From an optimization exercise on the open Yosys and OpenROAD flow, aimed at small area and a short achievable clock period; shortcuts taken in it are not production practice.
Where RTL was checked, it was by simulation tests only, not by an equivalence proof against the original.
No functional check of the RTL was part of run 1.
Power and IR drop assume default switching activity.

===== design.v =====
package spi_ram_pkg;
    localparam logic [1:0] WR_ADDR = 2'b00;
    localparam logic [1:0] WR_DATA = 2'b01;
    localparam logic [1:0] RD_ADDR = 2'b10;
    localparam logic [1:0] RD_DATA = 2'b11;
    typedef enum logic [1:0] {
        StIdle    = 2'b00,
        StWrReady = 2'b01,
        StRdReady = 2'b10
    } state_e;
endpackage
module spi_ram_mem #(
    parameter int unsigned MEM_DEPTH = 256,
    parameter int unsigned ADDR_SIZE = 8
) (
    input  logic                 clk,
    input  logic                 rst_n,
    input  logic [15:0]          whi_n_i,
    input  logic [15:0]          wlo_n_i,
    input  logic [15:0]          whi_i,
    input  logic [15:0]          wlo_i,
    input  logic [7:0]           wdata_i,
    input  logic                 re_i,
    input  logic [7:0]           rsel0_i,
    input  logic [7:0]           rsel1_i,
    input  logic [1:0]           rhi_i,
    output logic [7:0]           rdata_o
);
    logic [8*MEM_DEPTH-1:0] mem_q;
    logic [31:0]            cand_q;
    logic [7:0]             rdata_q;
    logic [MEM_DEPTH-1:0] wsel, wkeep;
    always_comb begin
        for (int r = 0; r < MEM_DEPTH; r++) begin
            wsel[r]  = !whi_n_i[r / 16] && !wlo_n_i[r % 16];
            wkeep[r] = !(whi_i[r / 16] && wlo_i[r % 16]);
        end
    end
    always_ff @(posedge clk) begin
        for (int r = 0; r < MEM_DEPTH; r++)
            mem_q[8*r +: 8] <= ({8{wsel[r]}} & wdata_i) | ({8{wkeep[r]}} & mem_q[8*r +: 8]);
    end
    logic [7:0]  l1 [32];
    logic [31:0] cand;
    always_comb begin
        for (int g = 0; g < 32; g++) begin
            l1[g] = '0;
            for (int i = 0; i < 8; i++) l1[g] = l1[g] | ({8{rsel0_i[i]}} & mem_q[8*(8*g+i) +: 8]);
        end
        for (int c = 0; c < 4; c++) begin
            cand[8*c +: 8] = '0;
            for (int i = 0; i < 8; i++) cand[8*c +: 8] = cand[8*c +: 8] | ({8{rsel1_i[i]}} & l1[8*c+i]);
        end
    end
    always_ff @(posedge clk) cand_q <= cand;
    always_ff @(posedge clk) begin
        if (!rst_n)    rdata_q <= 8'h00;
        else if (re_i) rdata_q <= cand_q[8*rhi_i +: 8];
    end
    assign rdata_o = rdata_q;
endmodule
module spi_ram_ctrl #(
    parameter int unsigned MEM_DEPTH = 256,
    parameter int unsigned ADDR_SIZE = 8
) (
    input  logic       clk,
    input  logic       rst_n,
    input  logic [9:0] din,
    input  logic       rx_valid,
    output logic [7:0] dout,
    output logic       tx_valid
    ,
    output logic       err
);
    logic                 rx_q;
    logic                 wr_rdy_q;
    logic                 rd_rdy_q;
    logic [ADDR_SIZE-1:0] wr_addr_q;
    logic [7:0]           rd_s0_q;
    logic [7:0]           rd_s1_q;
    logic [1:0]           rd_hi_q;
    logic                 wpend_q;
    logic [15:0]          whi_n_q;    
    logic [15:0]          wlo_n_q;    
    logic [15:0]          whi_q;      
    logic [15:0]          wlo_q;
    logic [7:0]           wdata_q;
    logic                 tx_valid_q;
    logic                 err_q;
    logic                 cmd_edge;
    logic [1:0]           opcode;
    logic                 wr_exec;
    logic                 rd_exec;
    logic                 cmd_illegal;
    always_comb begin
        cmd_edge = rst_n && rx_valid && !rx_q;
        opcode   = din[9:8];
        wr_exec     = cmd_edge && (opcode == spi_ram_pkg::WR_DATA) && wr_rdy_q;
        rd_exec     = cmd_edge && (opcode == spi_ram_pkg::RD_DATA) && rd_rdy_q;
        cmd_illegal = cmd_edge && (((opcode == spi_ram_pkg::WR_DATA) && !wr_rdy_q) ||
                                   ((opcode == spi_ram_pkg::RD_DATA) && !rd_rdy_q));
    end
    always_ff @(posedge clk) begin
        wdata_q <= din[7:0];
        wpend_q <= wr_exec;
        for (int i = 0; i < 16; i++) begin
            whi_n_q[i] <= !(wr_exec && (wr_addr_q[7:4] == 4'(i)));
            wlo_n_q[i] <= (wr_addr_q[3:0] != 4'(i));
            whi_q[i]   <= wr_exec && (wr_addr_q[7:4] == 4'(i));
            wlo_q[i]   <= (wr_addr_q[3:0] == 4'(i));
        end
    end
    always_ff @(posedge clk) begin
        if (!rst_n) begin
            rx_q       <= 1'b0;
            wr_rdy_q   <= 1'b0;
            rd_rdy_q   <= 1'b0;
            wr_addr_q  <= '0;
            rd_s0_q    <= 8'h01;
            rd_s1_q    <= 8'h01;
            rd_hi_q    <= 2'b00;
            tx_valid_q <= 1'b0;
            err_q      <= 1'b0;
        end else begin
            rx_q       <= rx_valid;
            tx_valid_q <= rd_exec;
            if (wpend_q) wr_addr_q <= wr_addr_q + 1'b1;
            if (cmd_edge) begin
                case (opcode)
                    spi_ram_pkg::WR_ADDR: begin
                        wr_addr_q <= din[ADDR_SIZE-1:0];
                        wr_rdy_q  <= 1'b1;
                        rd_rdy_q  <= 1'b0;
                    end
                    spi_ram_pkg::RD_ADDR: begin
                        rd_s0_q   <= 8'h01 << din[2:0];
                        rd_s1_q   <= 8'h01 << din[5:3];
                        rd_hi_q   <= din[7:6];
                        wr_rdy_q  <= 1'b0;
                        rd_rdy_q  <= 1'b1;
                    end
                    spi_ram_pkg::RD_DATA: begin
                        if (rd_exec) rd_rdy_q <= 1'b0;
                    end
                    default: ;
                endcase
            end
            if (cmd_illegal) err_q <= 1'b1;
        end
    end
    spi_ram_mem #(
        .MEM_DEPTH (MEM_DEPTH),
        .ADDR_SIZE (ADDR_SIZE)
    ) u_mem (
        .clk     (clk),
        .rst_n   (rst_n),
        .whi_n_i (whi_n_q),
        .wlo_n_i (wlo_n_q),
        .whi_i   (whi_q),
        .wlo_i   (wlo_q),
        .wdata_i (wdata_q),
        .re_i    (rd_exec),
        .rsel0_i (rd_s0_q),
        .rsel1_i (rd_s1_q),
        .rhi_i   (rd_hi_q),
        .rdata_o (dout)
    );
    assign tx_valid = tx_valid_q;
    assign err = err_q;
endmodule

===== flow/run.sh =====
#!/bin/bash
set -euo pipefail
export MAKEFLAGS='BUFFER_PORTS_ARGS=-buffer_cell\ sky130_fd_sc_hd__buf_4'
bash standard.sh finish > flow_make.log 2>&1

===== standard.sh =====
#!/bin/bash
# synth_recipe.tcl (not shown) runs the flow's synth.tcl, then flattens the netlist and writes it again
# the make line also repeats each setting of config.mk as NAME=value (left out here)
make -C /OpenROAD-flow-scripts/flow DESIGN_CONFIG=/design/flow/config.mk WORK_HOME=/design/flow/orfs CLKGATE_MAP_FILE= SYNTH_SCRIPT=/design/flow/synth_recipe.tcl "${@:-finish}"

===== config.mk =====
export PLATFORM = sky130hd
export DESIGN_NAME = spi_ram_ctrl
export DESIGN_NICKNAME = spi_ram_ctrl
export VERILOG_FILES = /design/flow/design.v
export SDC_FILE = /design/flow/constraint.sdc
export NUM_CORES = 4
export LEC_CHECK = 0
export CAP_MARGIN = 20
export CORE_MARGIN = 2
export CORE_UTILIZATION = 60
export CTS_BUF_LIST = sky130_fd_sc_hd__clkbuf_16
export CTS_CLUSTER_DIAMETER = 60
export CTS_CLUSTER_SIZE = 20
export PLACE_DENSITY = 0.68
export SETUP_SLACK_MARGIN = 2.0
export SLEW_MARGIN = 20

===== constraint.sdc =====
create_clock -name core_clock -period 4.5 [get_ports {clk}]
set_input_delay 0.9000 -clock core_clock [delete_from_list [all_inputs] [get_ports {clk}]]
set_output_delay 0.9000 -clock core_clock [all_outputs]
set_load 0.01 [all_outputs]

==> results of run 1 <==
## timing repair
| action | CTS | global route |
|---|---|---|
| setup endpoints to repair | 13 | 3 |
| setup buffers | 2 | 1 |
| gates resized for setup | 1 | 2 |
| hold buffers | 0 | 0 |
| hold endpoints to repair | 0 | 0 |
## power by group through the flow
stage	clock [µW]	combinational, µW	sequential (µW)
global placement	0	610	20000
CTS	13400	623	19600
detailed placement	0	621	20000
floorplan	0	393	19900
finish	13400	650	19600
global route	14200	654	19600
## sequential cells by signal, summed over array words and instances, names as in the netlist, 2 cells and up
signal	flops
rd_hi_q	2
wlo_n_q	16
wlo_q	16
u_mem.cand_q	32
u_mem.rdata_q	8
wr_addr_q	8
u_mem.mem_q	2048
rd_s1_q	8
whi_n_q	16
wdata_q	8
whi_q	16
rd_s0_q	8
## area by class of cell
class | instances | share of cell area
sequential | 2192 | 0.527
multi-input combinational | 4208 | 0.378
clock buffer | 145 | 0.0435
tap | 1742 | 0.0261
timing repair buffer | 105 | 0.0146
clock inverter | 95 | 0.00925
inverter | 21 | 0.000944
antenna | 4 | 0.000120
## cell usage in the layout (no fill, tap or decap), types with 32 or more instances in the layout
cell type / n
sky130_fd_sc_hd__buf_4: 71
sky130_fd_sc_hd__clkbuf_16: 145
sky130_fd_sc_hd__nand2_1: 320
sky130_fd_sc_hd__a22o_1: 2048
sky130_fd_sc_hd__dfxtp_1: 2140
sky130_fd_sc_hd__nor2_1: 282
sky130_fd_sc_hd__nand4_1: 292
sky130_fd_sc_hd__a22oi_1: 1150
sky130_fd_sc_hd__inv_1: 32
## synthesized netlist by cell type (3+ instances only)
cell	instances	area [µm²]
sky130_fd_sc_hd__a211oi_1	6	45.0
sky130_fd_sc_hd__a21oi_1	27	135
sky130_fd_sc_hd__a22o_1	2048	17900
sky130_fd_sc_hd__a22oi_1	1152	8650
sky130_fd_sc_hd__buf_1	35	131
sky130_fd_sc_hd__buf_2	63	315
sky130_fd_sc_hd__clkbuf_1	541	2030
sky130_fd_sc_hd__dfxtp_1	2192	43900
sky130_fd_sc_hd__ha_1	4	50.1
sky130_fd_sc_hd__inv_1	19	71.3
sky130_fd_sc_hd__mux4_2	8	180
sky130_fd_sc_hd__nand2_1	320	1200
sky130_fd_sc_hd__nand3_1	13	65.1
sky130_fd_sc_hd__nand3b_1	3	22.5
sky130_fd_sc_hd__nand4_1	292	1830
sky130_fd_sc_hd__nand4b_1	6	52.6
sky130_fd_sc_hd__nor2_1	282	1060
sky130_fd_sc_hd__nor2b_1	6	37.5
sky130_fd_sc_hd__nor3_1	6	30.0
sky130_fd_sc_hd__o21ai_0	3	15.0
sky130_fd_sc_hd__or4b_1	3	30.0
sky130_fd_sc_hd__xnor2_1	3	26.3
sky130_fd_sc_hd__xor2_1	4	35.0
## stage by stage
stage,total power (µW),instances,hold WS (ns),util,setup slack [ns]
after floorplan,20300,7061,0.401,-,2.54
after global placement,20700,8262,0.450,0.610,1.96
after detailed placement,20700,8263,0.451,0.610,1.94
after CTS,33600,8505,0.221,0.645,2.08
after global routing,34400,8508,0.242,0.645,1.96
final,33600,8512,0.257,0.646,1.97
## cells by family after synthesis
logic type                 after synthesis
muxes                                    9
AOI/OAI and AO/OA                     3240
and+or+nand+nor                        948
xor gates and xnor gates                 7
DFF                                   2192
buffers and inverters                  661
adders and majority gates                4
## per-layer routing
metal / GRT usage / part of all wire / vias up
met5: 0 / 0.00040 / -
met4: 0.196 / 0.053 / 18
met3: 0.0974 / 0.12 / 698
met2: 0.586 / 0.42 / 4077
met1: 0.567 / 0.40 / 32000
li1: - / - / 27200
## worst min path at each step
stage,cells after the start,startpoint,to
CTS,1,din[7],wdata_q[7]
detailed placement,2,u_mem.rdata_q[0],u_mem.rdata_q[0]
global route,1,din[7],wdata_q[7]
finish,1,din[7],wdata_q[7]
floorplan,1,wr_addr_q[2],wlo_n_q[15]
global placement,2,u_mem.rdata_q[4],u_mem.rdata_q[4]
## worst max-delay path, cell delays in order, from the launching register on
cell and delay, ns:
sky130_fd_sc_hd__dfxtp_4 0.55, sky130_fd_sc_hd__buf_12 0.36, sky130_fd_sc_hd__a22oi_1 0.31, sky130_fd_sc_hd__nand4_1 0.23, sky130_fd_sc_hd__a22oi_1 0.66, sky130_fd_sc_hd__nand4_1 0.15
==> summary.log, run 1 <==
qor: logic_synthesis.postSynthCellCount 7,061
qor: finish.fin_nets 6,690
qor: floorplan.fp.dieArea 133,000 µm²
qor: worst_hold_path.min_path_type input pin to flop
qor: floorplan.floorplan.die.width 365 µm
qor: outcome.outcome finished clean
qor: finish.multi_input_comb_area 31,600 µm²
qor: finish.synthToLayoutAreaGrowth 6.99%
qor: floorplan.num_rows 132
qor: cts.numCtsBuffers 145
qor: sta.min_period 2.53 ns
qor: placed_design.placement.io_buffers 22
qor: sta.hold_viol_final 0
qor: worst_setup_path.critPathLaunch rd_s0_q[7]
qor: logic_synthesis.synth_top_family_by_area compound AO/OA/AOI/OAI gates
qor: logic_synthesis.synth_enable_flop_cells 0
qor: sta.rsz0062_at_grt true
qor: logic_synthesis.yosys.area_share.simple 0.0572
qor: worst_setup_path.critical_path.startpoint_type flop
qor: worst_setup_path.worst-endpoint-arrival 3.18 ns
qor: finish.drive_above_1_share 0.0565
qor: finish.postLayoutCellArea 83,500 µm²
qor: sta.skew 0.0250 ns
qor: global_route.grt_pass1_wl 406,000 µm
qor: drt.drt_first_pass_iters 9
qor: worst_setup_path.r2r-start rd_s0_q[7]
qor: drt.drt_iter0_drc 9,602
qor: worst_setup_path.crit_path_end_kind flop
qor: finish.nFillCells 10,300
qor: cts.root_buffer_master sky130_fd_sc_hd__clkbuf_16
qor: cts.clock_tree.htree_level_count 4
qor: global_route.global_route.overflow_total 0
qor: pwr.cellInternalPower 25,900 µW
qor: placed_design.placedInstanceArea 78,900 µm²
qor: sta.timing.final.crit_share 0.563
qor: logic_synthesis.synth_async_sr_flop_share 0
qor: finish.area.sequential 44,000 µm²
qor: sta.maxClockFrequency 395 MHz
qor: sta.finalMaxSlewViolations 0
qor: floorplan.ios 23
qor: run.drv_cap 0
qor: sta.setup_viol 0
qor: worst_setup_path.r2r_slack 1.97 ns
qor: pwr.comb_power_share 0.019
qor: floorplan.effective_utilization_at_floorplan 0.603
qor: pwr.power.ir.vdd_worst 0.000366 V
qor: cts.cts_sinks 2,192
qor: pwr.power_per_cell_area 403 nW/µm²
qor: logic_synthesis.ys.flop_type sky130_fd_sc_hd__dfxtp_1
qor: sta.tns 0 ns
qor: cts.cts_buffer_depth 3
qor: pwr.power.switching 7710 µW
qor: pwr.p_seq_frac 0.583
qor: worst_setup_path.crit_path_end u_mem.cand_q[3]
qor: pwr.pwr-share-clk 0.398
qor: global_route.grt_antenna_before_repair 18
qor: global_route.first_global_vias 59,400
qor: global_route.grt_start_max_net_pins 138
qor: global_route.global_route.usage.total 0.405
qor: placed_design.finalWeightedCongestion 0.914
qor: pwr.switching_share 0.229
qor: worst_setup_path.critical_path_maximum_fanout 121
qor: logic_synthesis.synth.mux.area_fraction 0.00244
qor: placed_design.place.detailed.hpwl 165,000 µm
qor: cts.clk_lat_worst_skew 0.80 ns
qor: drt.dr_total_vias 64,000
qor: logic_synthesis.netlist_area 78,000 µm²
qor: floorplan.dieHeight 365 µm
qor: sta.max-slew-margin-rel 0.175
qor: worst_setup_path.r2r.worst_path.cells 5
qor: sta.timing_worst_slew_pin_value 1.24 ns
qor: floorplan.floorplan.core_area 129,000 µm²
qor: worst_setup_path.worst_r2r_endpoint u_mem.cand_q[3]
qor: logic_synthesis.post_synth_adder_cell_area 0.000641
qor: drt.wl_per_cell 32.6 µm
qor: logic_synthesis.synth.avg_cell_area 11.0 µm²
qor: worst_setup_path.worst-setup-path-type flop to flop
qor: drt.postRouteWirelength 278,000 µm
qor: worst_setup_path.critPathRequiredTime 5.15 ns
qor: logic_synthesis.synth_nets 7,078
qor: cts.clk_transition_reported_paths 0.08 ns
qor: logic_synthesis.share_of_the_synthesized_netlist_area_taken_by_xor_and_xnor_gates 0.000786
qor: drt.vias_per_cell 7.52
qor: logic_synthesis.seq_area_frac_synth 0.562
qor: drt.antenna_left 0
qor: logic_synthesis.synth-compound-area-share 0.344
qor: pwr.power.leakage 0.0301 µW
qor: logic_synthesis.synth-seq-cells 2,192
qor: logic_synthesis.netlist-cell-type-count 42
qor: cts.tritoncts yes
qor: logic_synthesis.yosys_warnings 3
qor: drt.remaining_drc_errors 0
==> run 2: changes to the inputs <==
--- a/design.v
+++ b/design.v
@@ -15,10 +15,9 @@
 ) (
     input  logic                 clk,
     input  logic                 rst_n,
-    input  logic [15:0]          whi_n_i,
-    input  logic [15:0]          wlo_n_i,
-    input  logic [15:0]          whi_i,
-    input  logic [15:0]          wlo_i,
+    input  logic                 we_i,
+    input  logic [ADDR_SIZE-1:0] waddr_i,
+    input  logic                 wpend_i,
     input  logic [7:0]           wdata_i,
     input  logic                 re_i,
     input  logic [7:0]           rsel0_i,
@@ -27,18 +26,28 @@
     output logic [7:0]           rdata_o
 );
     logic [8*MEM_DEPTH-1:0] mem_q;
+    logic                   t_q;
+    logic [15:0]            whi_n_q;    
+    logic [15:0]            wlo_n_q;    
+    logic [7:0]             col_q;
     logic [31:0]            cand_q;
     logic [7:0]             rdata_q;
-    logic [MEM_DEPTH-1:0] wsel, wkeep;
+    always_ff @(posedge clk) begin
+        t_q <= !t_q;
+        for (int i = 0; i < 16; i++) begin
+            whi_n_q[i] <= !((we_i && (waddr_i[7:4] == 4'(i))) || (wpend_i && !whi_n_q[i]));
+            wlo_n_q[i] <= wpend_i ? wlo_n_q[i] : (waddr_i[3:0] != 4'(i));
+        end
+        for (int b = 0; b < 8; b++) col_q[b] <= !wpend_i || (wdata_i[b] ^ !t_q);
+    end
+    logic [MEM_DEPTH-1:0] row;
     always_comb begin
-        for (int r = 0; r < MEM_DEPTH; r++) begin
-            wsel[r]  = !whi_n_i[r / 16] && !wlo_n_i[r % 16];
-            wkeep[r] = !(whi_i[r / 16] && wlo_i[r % 16]);
-        end
+        for (int r = 0; r < MEM_DEPTH; r++) row[r] = !whi_n_q[r / 16] && !wlo_n_q[r % 16];
     end
     always_ff @(posedge clk) begin
         for (int r = 0; r < MEM_DEPTH; r++)
-            mem_q[8*r +: 8] <= ({8{wsel[r]}} & wdata_i) | ({8{wkeep[r]}} & mem_q[8*r +: 8]);
+            for (int b = 0; b < 8; b++)
+                mem_q[8*r + b] <= !((row[r] && col_q[b]) || mem_q[8*r + b]);
     end
     logic [7:0]  l1 [32];
     logic [31:0] cand;
@@ -55,7 +64,7 @@
     always_ff @(posedge clk) cand_q <= cand;
     always_ff @(posedge clk) begin
         if (!rst_n)    rdata_q <= 8'h00;
-        else if (re_i) rdata_q <= cand_q[8*rhi_i +: 8];
+        else if (re_i) rdata_q <= cand_q[8*rhi_i +: 8] ^ {8{!t_q}};
     end
     assign rdata_o = rdata_q;
 endmodule
@@ -79,12 +88,8 @@
     logic [7:0]           rd_s0_q;
     logic [7:0]           rd_s1_q;
     logic [1:0]           rd_hi_q;
-    logic                 wpend_q;
-    logic [15:0]          whi_n_q;    
-    logic [15:0]          wlo_n_q;    
-    logic [15:0]          whi_q;      
-    logic [15:0]          wlo_q;
-    logic [7:0]           wdata_q;
+    logic                 wpend_q;    
+    logic [7:0]           wdata_q;    
     logic                 tx_valid_q;
     logic                 err_q;
     logic                 cmd_edge;
@@ -103,12 +108,6 @@
     always_ff @(posedge clk) begin
         wdata_q <= din[7:0];
         wpend_q <= wr_exec;
-        for (int i = 0; i < 16; i++) begin
-            whi_n_q[i] <= !(wr_exec && (wr_addr_q[7:4] == 4'(i)));
-            wlo_n_q[i] <= (wr_addr_q[3:0] != 4'(i));
-            whi_q[i]   <= wr_exec && (wr_addr_q[7:4] == 4'(i));
-            wlo_q[i]   <= (wr_addr_q[3:0] == 4'(i));
-        end
     end
     always_ff @(posedge clk) begin
         if (!rst_n) begin
@@ -154,10 +153,9 @@
     ) u_mem (
         .clk     (clk),
         .rst_n   (rst_n),
-        .whi_n_i (whi_n_q),
-        .wlo_n_i (wlo_n_q),
-        .whi_i   (whi_q),
-        .wlo_i   (wlo_q),
+        .we_i    (wr_exec),
+        .waddr_i (wr_addr_q),
+        .wpend_i (wpend_q),
         .wdata_i (wdata_q),
         .re_i    (rd_exec),
         .rsel0_i (rd_s0_q),
==> config.mk (replaced) <==
export PLATFORM = sky130hd
export DESIGN_NAME = spi_ram_ctrl
export DESIGN_NICKNAME = spi_ram_ctrl
export VERILOG_FILES = /design/flow/design.v
export SDC_FILE = /design/flow/constraint.sdc
export NUM_CORES = 4
export LEC_CHECK = 0
export CAP_MARGIN = 20
export CORE_MARGIN = 2
export CORE_UTILIZATION = 70
export CTS_BUF_LIST = sky130_fd_sc_hd__clkbuf_16
export CTS_CLUSTER_DIAMETER = 80
export CTS_CLUSTER_SIZE = 26
export PLACE_DENSITY = 0.78
export SETUP_SLACK_MARGIN = 2.8
export SLEW_MARGIN = 20
==> run 2 against run 1 <==
Net effect: still clean; maximum frequency grew 19%; total power fell by 11%; core utilization up 16 points; area after synthesis is 12% lower; largest cell class unchanged; largest power group unchanged.
==> summary.log, run 2 <==
qor: outcome.outcome finished clean [unchanged]
qor: finish.area.sequential 43,700 µm² [was 44,000 µm²]
qor: finish.mostFrequentLayoutCells 2,105 x sky130_fd_sc_hd__dfxtp_1, 2,068 x sky130_fd_sc_hd__a21oi_1, 806 x sky130_fd_sc_hd__a22oi_1 [was 2,140 x sky130_fd_sc_hd__dfxtp_1, 2,048 x sky130_fd_sc_hd__a22o_1, 1,150 x sky130_fd_sc_hd__a22oi_1]
qor: pwr.power.switching 6450 µW [was 7710 µW]
qor: drt.remaining_drc_errors 0 [unchanged]
qor: finish.layout.cells.most_common sky130_fd_sc_hd__dfxtp_1 [unchanged]
qor: cts.cts_buffer_depth 3 [unchanged]
qor: worst_setup_path.critPathSlowestCell sky130_fd_sc_hd__dfxtp_2 [was sky130_fd_sc_hd__a22oi_1]
qor: global_route.grt_antenna_before_repair 16 [was 18]
qor: worst_setup_path.critical-path-top-delay-family flip-flops [was compound AO/OA/AOI/OAI gates]
qor: floorplan.dieHeight 318 µm [was 365 µm]
qor: worst_setup_path.critical_path.startpoint_type flop [unchanged]
qor: worst_hold_path.min_path_type input pin to flop [unchanged]
qor: logic_synthesis.synth-seq-cells 2,169 [was 2,192]
qor: global_route.global_route.usage.total 0.475 [was 0.405]
qor: placed_design.finalWeightedCongestion 0.893 [was 0.914]
qor: finish.largestRegisters u_mem.mem_q (2048), u_mem.cand_q (32) [unchanged]
qor: logic_synthesis.synthTopCellsByCount 2,153 x sky130_fd_sc_hd__dfxtp_1, 2,068 x sky130_fd_sc_hd__a21oi_1, 1,152 x sky130_fd_sc_hd__a22oi_1 [was 2,192 x sky130_fd_sc_hd__dfxtp_1, 2,048 x sky130_fd_sc_hd__a22o_1, 1,152 x sky130_fd_sc_hd__a22oi_1]
qor: sta.final.setup.worst_slack 2.38 ns [was 1.97 ns]
qor: placed_design.placedInstanceArea 69,600 µm² [was 78,900 µm²]
qor: finish.largest_reg_flops 2,048 [unchanged]
qor: finish.synthToLayoutAreaGrowth 14.8% [was 6.99%]
qor: worst_setup_path.critPathRequiredTime 3.60 ns [was 5.15 ns]
qor: worst_setup_path.critPathMaxStageDelay 0.37 ns [was 0.66 ns]
qor: cts.ctsHoldBuffers 0 [unchanged]
qor: sta.skew 0.0370 ns [was 0.0250 ns]
qor: sta.timing_worst_slew_pin_value 1.00 ns [was 1.24 ns]
qor: worst_setup_path.crit_path_end_kind primary output [was flop]
qor: placed_design.place.detailed.instances 7,525 [was 8,263]
qor: finish.registers.top_by_ff_count u_mem.mem_q [unchanged]
qor: pwr.power.leakage 0.0310 µW [was 0.0301 µW]
qor: logic_synthesis.synthTopCellsByArea sky130_fd_sc_hd__dfxtp_1 63%, sky130_fd_sc_hd__a21oi_1 15%, sky130_fd_sc_hd__a22oi_1 13% [was sky130_fd_sc_hd__dfxtp_1 56%, sky130_fd_sc_hd__a22o_1 23%, sky130_fd_sc_hd__a22oi_1 11%]
qor: sta.timing.final.crit_share 0.472 [was 0.563]
qor: floorplan.effective_utilization_at_floorplan 0.704 [was 0.603]
qor: pwr.cellInternalPower 23,300 µW [was 25,900 µW]
qor: cts.clock_tree.htree_level_count 3 [was 4]
qor: logic_synthesis.synth_largest_area_cell sky130_fd_sc_hd__dfxtp_1 [unchanged]
qor: drt.antenna_left 0 [unchanged]
qor: cts.clk_transition_reported_paths 0.10 ns [was 0.08 ns]
qor: global_route.grt_start_max_net_pins 161 [was 138]
qor: cts.tritoncts yes [unchanged]
qor: pwr.power_per_cell_area 377 nW/µm² [was 403 nW/µm²]
qor: sta.max-slew-margin-rel 0.333 [was 0.175]
qor: finish.drive_above_1_share 0.147 [was 0.0565]
qor: logic_synthesis.synth_nets 6,726 [was 7,078]
qor: finish.postLayoutCellArea 79,100 µm² [was 83,500 µm²]
qor: placed_design.placement.io_buffers 22 [unchanged]
qor: placed_design.dpl_worst_slack 2.13 ns [was 1.94 ns]
qor: logic_synthesis.synth.avg_cell_area 10.3 µm² [was 11.0 µm²]
qor: global_route.global_route.overflow_total 0 [unchanged]
qor: floorplan.ios 23 [unchanged]
qor: sta.finalMaxSlewViolations 0 [unchanged]
qor: sta.maxClockFrequency 471 MHz [was 395 MHz]
qor: drt.dr_total_vias 60,700 [was 64,000]
qor: worst_setup_path.worst-setup-path-type flop to primary output [was flop to flop]
qor: global_route.first_global_vias 56,600 [was 59,400]
qor: logic_synthesis.seq_area_frac_synth 0.632 [was 0.562]
qor: finish.nFillCells 5,738 [was 10,300]
qor: run.drv_cap 0 [unchanged]
qor: logic_synthesis.leading_cell_type_by_number_of_instances_after_synthesis sky130_fd_sc_hd__dfxtp_1 [unchanged]
qor: logic_synthesis.synth_enable_flop_cells 16 [was 0]
qor: worst_setup_path.worst-endpoint-arrival 1.22 ns [was 3.18 ns]
qor: logic_synthesis.ys.flop_type sky130_fd_sc_hd__dfxtp_1 [unchanged]
qor: floorplan.floorplan.core_area 98,000 µm² [was 129,000 µm²]
qor: sta.rsz0062_at_grt true [unchanged]
qor: floorplan.fp.dieArea 101,000 µm² [was 133,000 µm²]
qor: logic_synthesis.netlist-cell-type-count 41 [was 42]
qor: finish.final_cell_count_without_fillers 7,889 [was 8,512]
qor: pwr.p_seq_frac 0.648 [was 0.583]
qor: pwr.total_power 29,800 µW [was 33,600 µW]
qor: sta.min_period 2.12 ns [was 2.53 ns]
qor: worst_setup_path.critical_path_maximum_fanout 2 [was 121]
qor: logic_synthesis.synth_async_sr_flop_share 0 [unchanged]
qor: cts.clk_lat_worst_skew 0.76 ns [was 0.80 ns]
qor: floorplan.floorplan.die.width 318 µm [was 365 µm]
qor: logic_synthesis.yosys.area.top_type_share 0.625 [was 0.562]
qor: placed_design.place.detailed.hpwl 124,000 µm [was 165,000 µm]
qor: global_route.grt_pass1_wl 364,000 µm [was 406,000 µm]
qor: cts.numCtsBuffers 93 [was 145]
qor: pwr.switching_share 0.216 [was 0.229]
qor: drt.vias_per_cell 7.69 [was 7.52]
qor: logic_synthesis.yosys_warnings 3 [unchanged]
qor: drt.drt_first_pass_iters 10 [was 9]
qor: sta.hold_viol_final 0 [unchanged]
qor: floorplan.num_rows 115 [was 132]
qor: finish.fin_nets 6,590 [was 6,690]
qor: drt.postRouteWirelength 257,000 µm [was 278,000 µm]
qor: drt.drt_iter0_drc 11,600 [was 9,602]
qor: logic_synthesis.postSynthCellCount 6,709 [was 7,061]
qor: sta.tns 0 ns [unchanged]
qor: drt.wl_per_cell 32.6 µm [about the same]
qor: logic_synthesis.netlist_area 68,900 µm² [was 78,000 µm²]
qor: pwr.power.ir.vdd_worst 0.000415 V [was 0.000366 V]
qor: sta.setup_viol 0 [unchanged]
qor: worst_setup_path.cells_along_the_critical_path buf_6 [was buf_12, a22oi_1, nand4_1, a22oi_1, nand4_1]
qor: pwr.comb_power_share 0.024 [was 0.019]
qor: finish.multi_input_comb_area 25,300 µm² [was 31,600 µm²]
qor: pwr.pwr-share-clk 0.328 [was 0.398]
qor: cts.cts_sinks 2,169 [was 2,192]
qor: worst_setup_path.path_buf_inv 1 [unchanged]
qor: cts.root_buffer_master sky130_fd_sc_hd__clkbuf_16 [unchanged]
[run 2: changes by cell type in the layout (fill, tap and decap cells not counted), sizes merged, moves of 11 or more]
cell and delta:
a2bb2oi +12, inv -16, nand2 -265, a21oi +2041, a22o -2048, edfxtp +16
nor2 -11, buf +224, clkbuf -40, clkinv -47, clkinvlp -16, dfxtp -39
[run 2: logic make-up (layout without fill, tap and decap cells)]
| logic type | after synthesis | in the layout | share of synthesized area |
|---|---|---|---|
| compound gates | 3257 | 3257 | 0.280 |
| xor+xnor | 23 | 23 | 0.00292 |
| fa+ha+maj | 4 | 4 | 0.000726 |
| buf+inv | 588 | 469 | 0.0333 |
| flops | 2169 | 2169 | 0.632 |
| mux | 8 | 8 | 0.00261 |
| other cells | 0 | 12 | 0 |
| simple gates | 660 | 660 | 0.0486 |
[run 2: layout make-up]
class | count | share of cell area
Clock inverter | 17 | 0.00128
Antenna cell | 12 | 0.000380
Timing Repair Buffer | 345 | 0.0753
Tap cell | 1287 | 0.0204
Inverter | 11 | 0.000569
Multi-Input combinational cell | 3952 | 0.320
Timing Repair inverter | 1 | 0.0000949
Sequential cell | 2169 | 0.552
Clock buffer | 95 | 0.0300
[run 2: path summary, 6_finish.rpt]
check | startpoint | end | slack, ns | cells after the start
hold / removal | din[6] | wdata_q[6] | 0.28 | 1
hold reg to reg | u_mem.mem_q[698] | u_mem.mem_q[698] | 0.41 | 1
setup reg to reg | rd_s0_q[0] | u_mem.cand_q[9] | 2.50 | 7
setup / recovery | err_q | err | 2.38 | 1
[run 2: timing repair]
item	CTS	global route
endpoints found under the setup margin	1626	793
gates resized for setup	531	210
pin swaps	216	169
gates cloned	66	11
buffers inserted	142	21
endpoints found under the hold margin	0	0
[run 2: layer usage]
metal / track usage / wire length, µm / vias up / share of wire
li1: - / - / 24700 / -
met1: 0.613 / 89400 / 29100 / 0.35
met2: 0.671 / 104000 / 5429 / 0.41
met3: 0.164 / 40800 / 1397 / 0.16
met4: 0.328 / 22100 / 10 / 0.086
met5: 0 / 99 / - / 0.00039
[run 2: power groups by stage]
stage	sequential [µW]	clock, µW	combinational [µW]
floorplan	19700	0	311
global placement	19800	0	434
detailed placement	19800	0	440
CTS	19300	9610	622
global route	19300	10300	714
finish	19300	9780	708
[run 2: metrics by stage]
step,utilization,hold WS [ns]
2_1_floorplan,-,0.389
3_3_place_gp,0.710,0.397
3_5_place_dp,0.710,0.400
4_1_cts,0.794,0.277
5_1_grt,0.807,0.275
6_report,0.807,0.282
==> run 3: changes to the inputs <==
==> config.mk (replaced) <==
export PLATFORM = sky130hd
export DESIGN_NAME = spi_ram_ctrl
export DESIGN_NICKNAME = spi_ram_ctrl
export VERILOG_FILES = /design/flow/design.v
export SDC_FILE = /design/flow/constraint.sdc
export NUM_CORES = 4
export LEC_CHECK = 0
export CAP_MARGIN = 20
export CORE_MARGIN = 2
export CORE_UTILIZATION = 65
export CTS_BUF_LIST = sky130_fd_sc_hd__clkbuf_16
export CTS_CLUSTER_DIAMETER = 90
export CTS_CLUSTER_SIZE = 30
export PLACE_DENSITY = 0.73
export SETUP_SLACK_MARGIN = 2.5
export SLEW_MARGIN = 20
==> run 3 against run 2 <==
Net effect: die area rose by 7.6%; maximum frequency grew 1.4%; final cell count down 1.7%; largest cell class unchanged; largest power group unchanged; highest routed layer unchanged.
==> summary.log, run 3 <==
qor: pwr.switching_share 0.211 [was 0.216]
qor: worst_setup_path.worst-endpoint-arrival 1.20 ns [was 1.22 ns]
qor: floorplan.floorplan.core_area 105,000 µm² [was 98,000 µm²]
qor: logic_synthesis.ys.flop_type sky130_fd_sc_hd__dfxtp_1 [unchanged]
qor: cts.clk_lat_worst_skew 0.73 ns [was 0.76 ns]
qor: cts.numCtsBuffers 82 [was 93]
qor: pwr.cellInternalPower 22,900 µW [was 23,300 µW]
qor: floorplan.dieHeight 330 µm [was 318 µm]
qor: floorplan.floorplan.die.width 330 µm [was 318 µm]
qor: sta.finalMaxSlewViolations 0 [unchanged]
qor: logic_synthesis.synthTopCellsByArea sky130_fd_sc_hd__dfxtp_1 63%, sky130_fd_sc_hd__a21oi_1 15%, sky130_fd_sc_hd__a22oi_1 13% [unchanged]
qor: global_route.grt_antenna_before_repair 9 [was 16]
qor: logic_synthesis.synth_nets 6,726 [unchanged]
qor: sta.hold_viol_final 0 [unchanged]
qor: drt.dr_total_vias 55,600 [was 60,700]
qor: logic_synthesis.synth_largest_area_cell sky130_fd_sc_hd__dfxtp_1 [unchanged]
qor: finish.nFillCells 7,921 [was 5,738]
qor: pwr.power.ir.vdd_worst 0.000456 V [was 0.000415 V]
qor: floorplan.effective_utilization_at_floorplan 0.655 [was 0.704]
qor: finish.registers.top_by_ff_count u_mem.mem_q [unchanged]
qor: worst_hold_path.min_path_type input pin to flop [unchanged]
qor: sta.min_period 2.10 ns [was 2.12 ns]
qor: cts.clock_tree.htree_level_count 3 [unchanged]
qor: run.drv_cap 0 [unchanged]
qor: drt.postRouteWirelength 222,000 µm [was 257,000 µm]
qor: logic_synthesis.synth.avg_cell_area 10.3 µm² [unchanged]
qor: cts.tritoncts yes [unchanged]
qor: finish.multi_input_comb_area 23,400 µm² [was 25,300 µm²]
qor: finish.largestRegisters u_mem.mem_q (2048), u_mem.cand_q (32) [unchanged]
qor: pwr.power.leakage 0.0288 µW [was 0.0310 µW]
qor: outcome.outcome finished clean [unchanged]
qor: drt.drt_iter0_drc 8,190 [was 11,600]
qor: sta.tns 0 ns [unchanged]
qor: logic_synthesis.synth_async_sr_flop_share 0 [unchanged]
qor: logic_synthesis.seq_area_frac_synth 0.632 [unchanged]
qor: pwr.p_seq_frac 0.665 [was 0.648]
qor: logic_synthesis.yosys.area.top_type_share 0.625 [unchanged]
qor: drt.vias_per_cell 7.17 [was 7.69]
qor: finish.largest_reg_flops 2,048 [unchanged]
qor: drt.remaining_drc_errors 0 [unchanged]
qor: sta.rsz0062_at_grt true [unchanged]
qor: drt.antenna_left 0 [unchanged]
qor: finish.area.sequential 43,700 µm² [about the same]
qor: logic_synthesis.synth-seq-cells 2,169 [unchanged]
qor: sta.max-slew-margin-rel 0.235 [was 0.333]
qor: global_route.grt_pass1_wl 319,000 µm [was 364,000 µm]
qor: worst_setup_path.critPathRequiredTime 3.60 ns [about the same]
qor: cts.clk_transition_reported_paths 0.12 ns [was 0.10 ns]
qor: pwr.comb_power_share 0.017 [was 0.024]
qor: worst_setup_path.cells_along_the_critical_path buf_6 [unchanged]
qor: worst_setup_path.critical_path_maximum_fanout 2 [unchanged]
qor: finish.drive_above_1_share 0.0601 [was 0.147]
qor: logic_synthesis.synth_enable_flop_cells 16 [unchanged]
qor: worst_setup_path.critical_path.startpoint_type flop [unchanged]
qor: finish.fin_nets 6,367 [was 6,590]
qor: placed_design.placement.io_buffers 22 [unchanged]
qor: placed_design.place.detailed.hpwl 122,000 µm [was 124,000 µm]
qor: floorplan.fp.dieArea 109,000 µm² [was 101,000 µm²]
qor: logic_synthesis.netlist_area 68,900 µm² [unchanged]
qor: worst_setup_path.worst-setup-path-type flop to primary output [unchanged]
qor: floorplan.ios 23 [unchanged]
qor: finish.layout.cells.most_common sky130_fd_sc_hd__dfxtp_1 [unchanged]
qor: pwr.power_per_cell_area 398 nW/µm² [was 377 nW/µm²]
qor: sta.skew 0.0298 ns [was 0.0370 ns]
qor: worst_setup_path.critPathSlowestCell sky130_fd_sc_hd__dfxtp_2 [unchanged]
qor: cts.cts_buffer_depth 3 [unchanged]
qor: finish.synthToLayoutAreaGrowth 5.88% [was 14.8%]
qor: logic_synthesis.netlist-cell-type-count 41 [unchanged]
qor: global_route.first_global_vias 51,300 [was 56,600]
qor: logic_synthesis.synthTopCellsByCount 2,153 x sky130_fd_sc_hd__dfxtp_1, 2,068 x sky130_fd_sc_hd__a21oi_1, 1,152 x sky130_fd_sc_hd__a22oi_1 [unchanged]
qor: sta.timing.final.crit_share 0.466 [was 0.472]
qor: placed_design.finalWeightedCongestion 0.854 [was 0.893]
qor: pwr.total_power 29,100 µW [was 29,800 µW]
qor: global_route.global_route.usage.total 0.382 [was 0.475]
qor: drt.wl_per_cell 28.6 µm [was 32.6 µm]
qor: worst_setup_path.path_buf_inv 1 [unchanged]
qor: logic_synthesis.postSynthCellCount 6,709 [unchanged]
qor: global_route.global_route.overflow_total 0 [unchanged]
qor: sta.maxClockFrequency 477 MHz [was 471 MHz]
qor: worst_setup_path.critical-path-top-delay-family flip-flops [unchanged]
qor: logic_synthesis.leading_cell_type_by_number_of_instances_after_synthesis sky130_fd_sc_hd__dfxtp_1 [unchanged]
qor: worst_setup_path.crit_path_end_kind primary output [unchanged]
qor: global_route.grt_start_max_net_pins 169 [was 161]
qor: drt.drt_first_pass_iters 6 [was 10]
qor: logic_synthesis.yosys_warnings 3 [unchanged]
qor: sta.timing_worst_slew_pin_value 1.15 ns [was 1.00 ns]
qor: worst_setup_path.critPathMaxStageDelay 0.37 ns [about the same]
qor: cts.ctsHoldBuffers 0 [unchanged]
qor: sta.setup_viol 0 [unchanged]
qor: cts.root_buffer_master sky130_fd_sc_hd__clkbuf_16 [unchanged]
qor: finish.mostFrequentLayoutCells 2,117 x sky130_fd_sc_hd__dfxtp_1, 2,068 x sky130_fd_sc_hd__a21oi_1, 1,128 x sky130_fd_sc_hd__a22oi_1 [was 2,105 x sky130_fd_sc_hd__dfxtp_1, 2,068 x sky130_fd_sc_hd__a21oi_1, 806 x sky130_fd_sc_hd__a22oi_1]
qor: floorplan.num_rows 119 [was 115]
qor: cts.cts_sinks 2,169 [unchanged]
qor: pwr.power.switching 6130 µW [was 6450 µW]
qor: pwr.pwr-share-clk 0.318 [was 0.328]
## run 3: final timing paths
| path | from | end | slack [ns] | cells past startpoint |
|---|---|---|---|---|
| worst max-delay path | u_mem.rdata_q[1] | dout[1] | 2.40 | 1 |
| worst min-delay path | din[0] | wdata_q[0] | 0.36 | 1 |
| worst max register to register | u_mem.wlo_n_q[3] | u_mem.mem_q[537] | 2.45 | 3 |
| worst min register to register | u_mem.mem_q[1] | u_mem.mem_q[1] | 0.41 | 1 |
## run 3: power by group through the flow
stage	clock network (µW)	registers (µW)	logic (µW)
after floorplan	0	19700	309
after global placement	0	19800	443
after detailed placement	0	19800	447
after CTS	9240	19300	469
after global routing	9900	19300	526
final	9240	19300	505
## run 3: logic make-up (layout without fill, tap and decap cells)
logic type / after synthesis / count (layout) / share of synthesized area
compound gates: 3257 / 3257 / 0.280
flops: 2169 / 2169 / 0.632
simple gates: 660 / 660 / 0.0486
buf+inv: 588 / 240 / 0.0333
xor+xnor: 23 / 23 / 0.00292
mux: 8 / 8 / 0.00261
fa+ha+maj: 4 / 4 / 0.000726
other cells: 0 / 5 / 0
## run 3: layout make-up
class	count	area share
multi-input combinational	3952	0.321
inverter	11	0.000617
timing repair buffer	133	0.0258
sequential	2169	0.598
antenna	5	0.000171
timing repair inverter	1	0.000103
clock inverter	8	0.000720
tap	1391	0.0238
clock buffer	87	0.0298
## run 3: layer usage
metal / GRT usage / up-vias / wire, µm
met2: 0.583 / 3592 / 97900
li1: - / 24300 / -
met4: 0.166 / 4 / 10500
met3: 0.0794 / 552 / 25400
met5: 0 / - / 25
met1: 0.529 / 27200 / 88000
## run 3: through the flow
step | util | hold slack (ns) | std cells | worst slack (ns) | area, µm²
6_report | 0.693 | 0.362 | 7757 | 2.40 | 73000
3_3_place_gp | 0.661 | 0.396 | 7622 | 1.94 | 69600
4_1_cts | 0.689 | 0.333 | 7737 | 2.38 | 72500
3_5_place_dp | 0.661 | 0.400 | 7623 | 1.92 | 69600
5_1_grt | 0.693 | 0.331 | 7757 | 2.36 | 73000
2_1_floorplan | - | 0.389 | 6709 | 2.61 | 68900
## run 3: repair_timing
| action | CTS | global route |
|---|---|---|
| gates cloned | 4 | 6 |
| setup buffers | 15 | 9 |
| endpoints found under the setup margin | 448 | 606 |
| gates resized for setup | 89 | 61 |
| pin swaps | 1 | 2 |
==> run 4: changes to the inputs <==
--- a/config.mk
+++ b/config.mk
@@ -7,10 +7,10 @@
 export LEC_CHECK = 0
 export CAP_MARGIN = 20
 export CORE_MARGIN = 2
-export CORE_UTILIZATION = 65
+export CORE_UTILIZATION = 60
 export CTS_BUF_LIST = sky130_fd_sc_hd__clkbuf_16
 export CTS_CLUSTER_DIAMETER = 90
 export CTS_CLUSTER_SIZE = 30
-export PLACE_DENSITY = 0.73
+export PLACE_DENSITY = 0.68
 export SETUP_SLACK_MARGIN = 2.5
 export SLEW_MARGIN = 20
==> run 4 against run 3 <==
Net effect: first-iteration DRC count increased by 3.5%; clock skew increased by 0.0067 ns; largest cell class unchanged; worst setup slack better by 0.0028 ns; final area increased by 0.33%; core utilization decreased by 5.2 points; sequential share of layout area is 0.19 points lower; sequential cell count unchanged; total power barely moved; synthesized cell count is the same; clock power hardly changed; final cell count is 1.8% higher; area after synthesis stayed put.
==> summary.log, run 4 <==
qor: outcome.outcome finished clean [unchanged]
qor: global_route.global_route.usage.total 0.360 [was 0.382]
qor: drt.drt_first_pass_iters 6 [unchanged]
qor: drt.antenna_left 0 [unchanged]
qor: sta.tns 0 ns [unchanged]
qor: placed_design.placement.io_buffers 22 [unchanged]
qor: sta.max-slew-margin-rel 0.117 [was 0.235]
qor: placed_design.finalWeightedCongestion 0.841 [was 0.854]
qor: worst_hold_path.min_path_type input pin to flop [unchanged]
qor: logic_synthesis.ys.flop_type sky130_fd_sc_hd__dfxtp_1 [unchanged]
qor: worst_setup_path.worst-setup-path-type flop to primary output [unchanged]
qor: worst_setup_path.crit_path_end_kind primary output [unchanged]
qor: global_route.first_global_vias 50,800 [was 51,300]
qor: logic_synthesis.netlist-cell-type-count 41 [unchanged]
qor: pwr.power_per_cell_area 397 nW/µm² [was 398 nW/µm²]
qor: finish.postLayoutCellArea 73,200 µm² [was 73,000 µm²]
qor: finish.largestRegisters u_mem.mem_q (2048), u_mem.cand_q (32) [unchanged]
qor: cts.cts_buffer_depth 3 [unchanged]
qor: cts.clock_tree.htree_level_count 3 [unchanged]
qor: placed_design.placedInstanceArea 69,600 µm² [about the same]
qor: logic_synthesis.synth_nets 6,726 [unchanged]
qor: floorplan.floorplan.die.width 343 µm [was 330 µm]
qor: drt.vias_per_cell 6.96 [was 7.17]
qor: drt.dr_total_vias 55,000 [was 55,600]
qor: drt.postRouteWirelength 224,000 µm [was 222,000 µm]
qor: worst_setup_path.critPathMaxStageDelay 0.38 ns [was 0.37 ns]
qor: sta.maxClockFrequency 478 MHz [was 477 MHz]
qor: floorplan.floorplan.core_area 114,000 µm² [was 105,000 µm²]
qor: worst_setup_path.crit_path_end dout[1] [unchanged]
qor: floorplan.dieHeight 343 µm [was 330 µm]
qor: worst_setup_path.r2r_slack 2.45 ns [about the same]
qor: logic_synthesis.seq_area_frac_synth 0.632 [unchanged]
qor: floorplan.effective_utilization_at_floorplan 0.604 [was 0.655]
qor: pwr.power.ir.vdd_worst 0.000341 V [was 0.000456 V]
qor: finish.layout.core_utilization 0.641 [was 0.693]
qor: worst_setup_path.worst-endpoint-arrival 1.19 ns [was 1.20 ns]
qor: worst_setup_path.critPathSlowestCell sky130_fd_sc_hd__dfxtp_2 [unchanged]
qor: worst_setup_path.critPathLaunch u_mem.rdata_q[1] [unchanged]
qor: logic_synthesis.postSynthCellCount 6,709 [unchanged]
qor: finish.drive_above_1_share 0.0560 [was 0.0601]
qor: cts.tritoncts yes [unchanged]
qor: placed_design.place.detailed.hpwl 120,000 µm [was 122,000 µm]
qor: global_route.grt_antenna_before_repair 15 [was 9]
qor: pwr.total_power 29,100 µW [about the same]
qor: drt.wl_per_cell 28.3 µm [was 28.6 µm]
qor: sta.setup_viol 0 [unchanged]
qor: sta.finalHoldWorstSlack 0.316 ns [was 0.362 ns]
qor: worst_setup_path.critical_path_maximum_fanout 2 [unchanged]
qor: worst_setup_path.r2r-start u_mem.wlo_n_q[5] [was u_mem.wlo_n_q[3]]
qor: floorplan.num_rows 124 [was 119]
qor: logic_synthesis.netlist_area 68,900 µm² [unchanged]
qor: pwr.power.leakage 0.0289 µW [was 0.0288 µW]
qor: worst_setup_path.critical-path-top-delay-family flip-flops [unchanged]
qor: logic_synthesis.synth.avg_cell_area 10.3 µm² [unchanged]
qor: finish.layout.cells.most_common sky130_fd_sc_hd__dfxtp_1 [unchanged]
qor: finish.registers.top_by_ff_count u_mem.mem_q [unchanged]
qor: global_route.grt_start_max_net_pins 145 [was 169]
qor: logic_synthesis.synth_async_sr_flop_share 0 [unchanged]
qor: sta.timing.final.crit_share 0.465 [was 0.466]
qor: drt.drt_iter0_drc 8,477 [was 8,190]
qor: finish.nFillCells 9,206 [was 7,921]
qor: worst_setup_path.path_buf_inv 1 [unchanged]
qor: worst_setup_path.critPathRequiredTime 3.60 ns [about the same]
qor: global_route.global_route.overflow_total 0 [unchanged]
qor: cts.clk_transition_reported_paths 0.11 ns [was 0.12 ns]
qor: cts.numCtsBuffers 82 [unchanged]
qor: finish.fin_nets 6,378 [was 6,367]
qor: cts.clk_lat_worst_skew 0.72 ns [was 0.73 ns]
qor: worst_setup_path.r2r.worst_path.cells 3 [unchanged]
qor: floorplan.ios 23 [unchanged]
qor: finish.largest_reg_flops 2,048 [unchanged]
qor: cts.root_buffer_master sky130_fd_sc_hd__clkbuf_16 [unchanged]
qor: sta.hold_viol_final 0 [unchanged]
qor: logic_synthesis.synth_largest_area_cell sky130_fd_sc_hd__dfxtp_1 [unchanged]
qor: logic_synthesis.yosys_warnings 3 [unchanged]
qor: sta.finalMaxSlewViolations 0 [unchanged]
qor: sta.rsz0062_at_grt true [unchanged]
qor: worst_setup_path.critical_path.startpoint_type flop [unchanged]
qor: logic_synthesis.synth-seq-cells 2,169 [unchanged]
qor: finish.mostFrequentLayoutCells 2,117 x sky130_fd_sc_hd__dfxtp_1, 2,068 x sky130_fd_sc_hd__a21oi_1, 1,125 x sky130_fd_sc_hd__a22oi_1 [was 2,117 x sky130_fd_sc_hd__dfxtp_1, 2,068 x sky130_fd_sc_hd__a21oi_1, 1,128 x sky130_fd_sc_hd__a22oi_1]
qor: drt.remaining_drc_errors 0 [unchanged]
qor: cts.ctsHoldBuffers 0 [unchanged]
qor: floorplan.fp.dieArea 118,000 µm² [was 109,000 µm²]
qor: logic_synthesis.synthTopCellsByCount 2,153 x sky130_fd_sc_hd__dfxtp_1, 2,068 x sky130_fd_sc_hd__a21oi_1, 1,152 x sky130_fd_sc_hd__a22oi_1 [unchanged]
qor: logic_synthesis.synth_enable_flop_cells 16 [unchanged]
qor: sta.skew 0.0365 ns [was 0.0298 ns]
qor: finish.synthToLayoutAreaGrowth 6.23% [was 5.88%]
qor: worst_setup_path.cells_along_the_critical_path buf_6 [unchanged]
qor: worst_setup_path.worst_r2r_endpoint u_mem.mem_q[555] [was u_mem.mem_q[537]]
qor: cts.cts_sinks 2,169 [unchanged]
qor: run.drv_cap 0 [unchanged]
qor: sta.min_period 2.09 ns [was 2.10 ns]
qor: global_route.grt_pass1_wl 325,000 µm [was 319,000 µm]
qor: sta.timing_worst_slew_pin_value 1.32 ns [was 1.15 ns]
qor: logic_synthesis.synthTopCellsByArea sky130_fd_sc_hd__dfxtp_1 63%, sky130_fd_sc_hd__a21oi_1 15%, sky130_fd_sc_hd__a22oi_1 13% [unchanged]
qor: worst_setup_path.worstSetupPathDepth 1 [unchanged]
qor: logic_synthesis.leading_cell_type_by_number_of_instances_after_synthesis sky130_fd_sc_hd__dfxtp_1 [unchanged]
qor: logic_synthesis.yosys.area.top_type_share 0.625 [unchanged]
run 4: cell count changes in the layout (fill, tap and decap cells not counted), moves of 5 or more:
cell and change:
sky130_fd_sc_hd__buf_4 +10, sky130_fd_sc_hd__nor2_2 -38, sky130_fd_sc_hd__diode_2 +5, sky130_fd_sc_hd__nor2_1 +38
run 4: where the power goes:
part	total (µW)	internal, µW	switching [µW]
registers	19300	19200	75.3
clock network	9260	3510	5740
logic	511	190	322
total	29100	22900	6140
run 4: final cells by class:
cell class                      instances  area [µm²]  area share
Sequential cell                      2169       43700       0.596
Multi-Input combinational cell       3952       23300       0.318
Clock buffer                           87        2180      0.0297
Timing Repair Buffer                  144        2030      0.0277
Tap cell                             1512        1890      0.0258
Clock inverter                         11        62.6    0.000854
Inverter                               11        45.0    0.000615
Antenna cell                           10        25.0    0.000342
Timing Repair inverter                  1        7.51    0.000103
run 4: kinds of logic (layout without fill, tap and decap cells):
family,Yosys count,in the layout,synth area share
compound gates,3257,3257,0.280
xor+xnor,23,23,0.00292
fa+ha+maj,4,4,0.000726
buf+inv,588,254,0.0333
flops,2169,2169,0.632
mux,8,8,0.00261
other cells,0,10,0
simple gates,660,660,0.0486
run 4: worst min-delay path by stage:
| stage | from | to | depth (start not counted) |
|---|---|---|---|
| 6_report | din[6] | wdata_q[6] | 1 |
| 3_3_place_gp | u_mem.mem_q[1072] | u_mem.mem_q[1072] | 1 |
| 2_1_floorplan | u_mem.mem_q[1000] | u_mem.mem_q[1000] | 1 |
| 5_1_grt | din[6] | wdata_q[6] | 1 |
| 3_5_place_dp | u_mem.mem_q[1209] | u_mem.mem_q[1209] | 1 |
| 4_1_cts | din[6] | wdata_q[6] | 1 |
run 4: repair_timing:
item | in CTS | in global routing
buffers inserted | 20 | 22
setup endpoints to repair | 293 | 253
cloned | 5 | 5
pin swaps | 1 | 4
resized for setup | 74 | 39
run 4: per-layer routing:
layer | routed length (µm) | part of all wire | vias up | GRT usage
li1 | - | - | 24300 | -
met3 | 24100 | 0.11 | 498 | 0.0648
met2 | 97800 | 0.44 | 3271 | 0.542
met4 | 9270 | 0.041 | 8 | 0.143
met1 | 92300 | 0.41 | 27000 | 0.516
met5 | 80 | 0.00036 | - | 0
run 4: through the flow:
step                      instances  worst slack [ns]
after floorplan                6709              2.61
after global placement         7735              1.94
after global routing           7894              2.36
after detailed placement       7735              1.96
final                          7897              2.41
after CTS                      7858              2.37
==> run 5: changes to the inputs <==
--- a/config.mk
+++ b/config.mk
@@ -12,5 +12,5 @@
 export CTS_CLUSTER_DIAMETER = 90
 export CTS_CLUSTER_SIZE = 30
 export PLACE_DENSITY = 0.68
-export SETUP_SLACK_MARGIN = 2.5
+export SETUP_SLACK_MARGIN = 2.6
 export SLEW_MARGIN = 20
==> run 5 against run 4 <==
Net effect: still clean on timing, DRC and antenna; first-iteration DRC count up 0.81%; clock power hardly changed; non-clock buffer count rose by 23; area after synthesis unchanged; sequential power hardly changed; combinational power up 8.0%; critical endpoint unchanged; largest cell class unchanged.
==> summary.log, run 5 <==
qor: outcome.outcome finished clean [unchanged]
qor: sta.maxClockFrequency 477 MHz [was 478 MHz]
qor: sta.tns 0 ns [unchanged]
qor: placed_design.place.detailed.hpwl 120,000 µm [unchanged]
qor: cts.clk_lat_worst_skew 0.73 ns [was 0.72 ns]
qor: floorplan.num_rows 124 [unchanged]
qor: worst_setup_path.critical_path.startpoint_type flop [unchanged]
qor: logic_synthesis.synth_nets 6,726 [unchanged]
qor: drt.antenna_left 0 [unchanged]
qor: finish.largestRegisters u_mem.mem_q (2048), u_mem.cand_q (32) [unchanged]
qor: logic_synthesis.seq_area_frac_synth 0.632 [unchanged]
qor: drt.wl_per_cell 28.9 µm [was 28.3 µm]
qor: sta.max-slew-margin-rel 0.119 [was 0.117]
qor: sta.rsz0062_at_grt true [unchanged]
qor: logic_synthesis.synth_largest_area_cell sky130_fd_sc_hd__dfxtp_1 [unchanged]
qor: placed_design.finalWeightedCongestion 0.841 [unchanged]
qor: logic_synthesis.synth_enable_flop_cells 16 [unchanged]
qor: drt.postRouteWirelength 229,000 µm [was 224,000 µm]
qor: pwr.cellInternalPower 23,000 µW [was 22,900 µW]
qor: sta.finalMaxSlewViolations 0 [unchanged]
qor: worst_setup_path.critPathSlowestCell sky130_fd_sc_hd__dfxtp_2 [unchanged]
qor: finish.largest_reg_flops 2,048 [unchanged]
qor: pwr.power.ir.vdd_worst 0.000343 V [was 0.000341 V]
qor: pwr.switching_share 0.212 [was 0.211]
qor: logic_synthesis.ys.flop_type sky130_fd_sc_hd__dfxtp_1 [unchanged]
qor: logic_synthesis.synthTopCellsByArea sky130_fd_sc_hd__dfxtp_1 63%, sky130_fd_sc_hd__a21oi_1 15%, sky130_fd_sc_hd__a22oi_1 13% [unchanged]
qor: worst_setup_path.critical-path-top-delay-family flip-flops [unchanged]
qor: sta.min_period 2.09 ns [about the same]
qor: floorplan.fp.dieArea 118,000 µm² [unchanged]
qor: worst_setup_path.path_buf_inv 1 [unchanged]
qor: cts.tritoncts yes [unchanged]
qor: drt.remaining_drc_errors 0 [unchanged]
qor: worst_setup_path.worst-setup-path-type flop to primary output [unchanged]
qor: logic_synthesis.yosys.area.top_type_share 0.625 [unchanged]
qor: placed_design.placement.io_buffers 22 [unchanged]
qor: global_route.grt_antenna_before_repair 14 [was 15]
qor: pwr.comb_power_share 0.019 [was 0.018]
qor: drt.drt_iter0_drc 8,546 [was 8,477]
qor: worst_setup_path.crit_path_end_kind primary output [unchanged]
qor: worst_setup_path.critPathMaxStageDelay 0.38 ns [about the same]
qor: drt.vias_per_cell 7.01 [was 6.96]
qor: sta.setup_viol 0 [unchanged]
qor: logic_synthesis.netlist-cell-type-count 41 [unchanged]
qor: finish.mostFrequentLayoutCells 2,116 x sky130_fd_sc_hd__dfxtp_1, 2,068 x sky130_fd_sc_hd__a21oi_1, 1,096 x sky130_fd_sc_hd__a22oi_1 [was 2,117 x sky130_fd_sc_hd__dfxtp_1, 2,068 x sky130_fd_sc_hd__a21oi_1, 1,125 x sky130_fd_sc_hd__a22oi_1]
qor: global_route.global_route.usage.total 0.367 [was 0.360]
qor: pwr.power.switching 6180 µW [was 6140 µW]
qor: finish.drive_above_1_share 0.0683 [was 0.0560]
qor: cts.clk_transition_reported_paths 0.11 ns [about the same]
qor: global_route.grt_start_max_net_pins 145 [unchanged]
qor: global_route.first_global_vias 50,900 [was 50,800]
qor: finish.layout.cells.most_common sky130_fd_sc_hd__dfxtp_1 [unchanged]
qor: worst_setup_path.critical_path_maximum_fanout 2 [unchanged]
qor: worst_setup_path.critPathLaunch u_mem.rdata_q[1] [unchanged]
qor: pwr.power.leakage 0.0291 µW [was 0.0289 µW]
qor: logic_synthesis.leading_cell_type_by_number_of_instances_after_synthesis sky130_fd_sc_hd__dfxtp_1 [unchanged]
qor: worst_setup_path.r2r-start rd_s1_q[4] [was u_mem.wlo_n_q[5]]
qor: sta.hold_viol_final 0 [unchanged]
qor: worst_setup_path.worst-endpoint-arrival 1.19 ns [about the same]
qor: sta.timing_worst_slew_pin_value 1.32 ns [about the same]
qor: finish.layout.core_utilization 0.648 [was 0.641]
qor: cts.clock_tree.htree_level_count 3 [unchanged]
qor: floorplan.ios 23 [unchanged]
qor: logic_synthesis.netlist_area 68,900 µm² [unchanged]
qor: cts.cts_buffer_depth 3 [unchanged]
qor: logic_synthesis.postSynthCellCount 6,709 [unchanged]
qor: drt.dr_total_vias 55,500 [was 55,000]
qor: logic_synthesis.yosys_warnings 3 [unchanged]
qor: logic_synthesis.synthTopCellsByCount 2,153 x sky130_fd_sc_hd__dfxtp_1, 2,068 x sky130_fd_sc_hd__a21oi_1, 1,152 x sky130_fd_sc_hd__a22oi_1 [unchanged]
qor: worst_setup_path.r2r_slack 2.54 ns [was 2.45 ns]
qor: finish.synthToLayoutAreaGrowth 7.26% [was 6.23%]
qor: worst_setup_path.cells_along_the_critical_path buf_6 [unchanged]
qor: pwr.pwr-share-clk 0.318 [about the same]
qor: finish.registers.top_by_ff_count u_mem.mem_q [unchanged]
qor: finish.nFillCells 9,107 [was 9,206]
qor: worst_setup_path.critPathRequiredTime 3.60 ns [about the same]
qor: finish.fin_nets 6,401 [was 6,378]
qor: worst_hold_path.timing.hold.worst.start din[6] [unchanged]
qor: pwr.power_per_cell_area 394 nW/µm² [was 397 nW/µm²]
qor: finish.multi_input_comb_area 23,600 µm² [was 23,300 µm²]
qor: pwr.p_seq_frac 0.663 [was 0.664]
qor: cts.cts_sinks 2,169 [unchanged]
qor: floorplan.floorplan.die.width 343 µm [unchanged]
qor: sta.skew 0.0395 ns [was 0.0365 ns]
qor: global_route.global_route.overflow_total 0 [unchanged]
qor: logic_synthesis.synth-seq-cells 2,169 [unchanged]
qor: floorplan.effective_utilization_at_floorplan 0.604 [unchanged]
qor: global_route.grt_pass1_wl 329,000 µm [was 325,000 µm]
qor: floorplan.floorplan.core_area 114,000 µm² [unchanged]
qor: cts.numCtsBuffers 82 [unchanged]
qor: worst_hold_path.min_path_type input pin to flop [unchanged]
qor: run.drv_cap 0 [unchanged]
qor: floorplan.dieHeight 343 µm [unchanged]
qor: sta.timing.final.crit_share 0.466 [was 0.465]
qor: finish.area.sequential 43,700 µm² [about the same]
qor: drt.drt_first_pass_iters 6 [unchanged]
qor: logic_synthesis.synth_async_sr_flop_share 0 [unchanged]
qor: cts.root_buffer_master sky130_fd_sc_hd__clkbuf_16 [unchanged]
qor: logic_synthesis.synth.avg_cell_area 10.3 µm² [unchanged]
## run 5: cell counts after synthesis
No cell type changed its count.
## run 5: worst reg2reg max path, delay by kind of cell, from the launching register on
kind | cells | cell delay, ns
compound gates | 1 | 0.43
flops | 1 | 1.23
simple gates | 1 | 0.22
## run 5: per-layer routing
| metal | GRT usage | part of all wire | wire length [µm] | vias up |
|---|---|---|---|---|
| li1 | - | - | - | 24300 |
| met1 | 0.525 | 0.41 | 93100 | 27200 |
| met2 | 0.551 | 0.43 | 99600 | 3446 |
| met3 | 0.0667 | 0.12 | 26300 | 505 |
| met4 | 0.147 | 0.043 | 9870 | 6 |
| met5 | 0 | 0.00017 | 39 | - |
## run 5: power by group through the flow
| stage | combinational (µW) | sequential (µW) | clock, µW |
|---|---|---|---|
| floorplan | 309 | 19700 | 0 |
| global placement | 439 | 19800 | 0 |
| detailed placement | 443 | 19800 | 0 |
| CTS | 493 | 19300 | 9300 |
| global route | 573 | 19300 | 9950 |
| finish | 552 | 19300 | 9280 |
## run 5: final cells by class
type | count | share of cell area
flip-flops and latches | 2169 | 0.591
multi-input cells | 3952 | 0.319
repair buffers | 167 | 0.0338
clock buffers | 87 | 0.0294
well taps | 1512 | 0.0256
clock inverters | 11 | 0.000846
inverters | 11 | 0.000609
diodes | 9 | 0.000305
repair inverters | 1 | 0.0000677
## run 5: final timing paths
check / endpoint / cells past startpoint
worst max-delay path: dout[1] / 1
worst min-delay path: wdata_q[6] / 1
worst max register to register: u_mem.cand_q[13] / 2
worst min register to register: u_mem.mem_q[1719] / 1
## run 5: per-stage QoR
stage                     setup WS [ns]  cell area, µm²  total power (µW)  hold slack [ns]  cells
final                              2.41           73900             29100            0.322   7919
after global routing               2.36           73900             29800            0.293   7916
after CTS                          2.37           73100             29100            0.293   7879
after detailed placement           1.96           69600             20200            0.400   7735
after global placement             1.94           69600             20200            0.396   7735
after floorplan                    2.61           68900             20000            0.389   6709
## run 5: timing repair
item / CTS / global route
setup buffers: 37 / 23
gates cloned: 9 / 8
hold buffers: 0 / 0
endpoints found under the setup margin: 665 / 816
pin swaps: 6 / 17
gates resized for setup: 112 / 62
## run 5: cells by family (layout without fill, tap and decap cells)
logic type | after synthesis | count (layout) | share of synthesized area
adders and majority gates | 4 | 4 | 0.000726
buffers and inverters | 588 | 277 | 0.0333
other | 0 | 9 | 0
muxes | 8 | 8 | 0.00261
AOI/OAI and AO/OA | 3257 | 3257 | 0.280
DFF | 2169 | 2169 | 0.632
and+or+nand+nor | 660 | 660 | 0.0486
xor gates and xnor gates | 23 | 23 | 0.00292

afterwards: timing with drivers on the ports:
The flow's constraints put no driver on any port. The routed layouts listed below were extracted and timed again, unchanged, in two steps. Step 1: set_driving_cell puts a clkbuf_16 on clk and a buf_2 on each other input, an assumption about the parent block. Step 2, shift: input delay + t, output delay - t, t = (earliest + latest rising clock arrival at the registers) / 2. This alone moves slack from input paths to output paths. Three values: ideal ports, drivers, drivers and shift; two values: the first two.
run	shift t [ns]	setup WS [ns]	hold WS [ns]	worst setup path after step 2
run 1	0.882	1.968 / 1.968 / 1.743	0.257 / 0.256 / 0.468	input to register
run 2	0.823	2.375 / 2.298 / 1.972	0.282 / 0.341 / 0.412	input to register
run 3	0.792	2.403 / 2.331 / 1.931	0.362 / 0.332 / 0.413	input to register
run 4	0.789	2.406 / 2.325 / 1.917	0.316 / 0.345 / 0.413	input to register
run 5	0.787	2.405 / 2.327 / 2.050	0.322 / 0.344 / 0.412	input to register
After both steps every run listed still meets setup and hold. The setup slack of run 4, which loses most, moves by -0.081 ns with the drivers and by -0.489 ns with both steps.
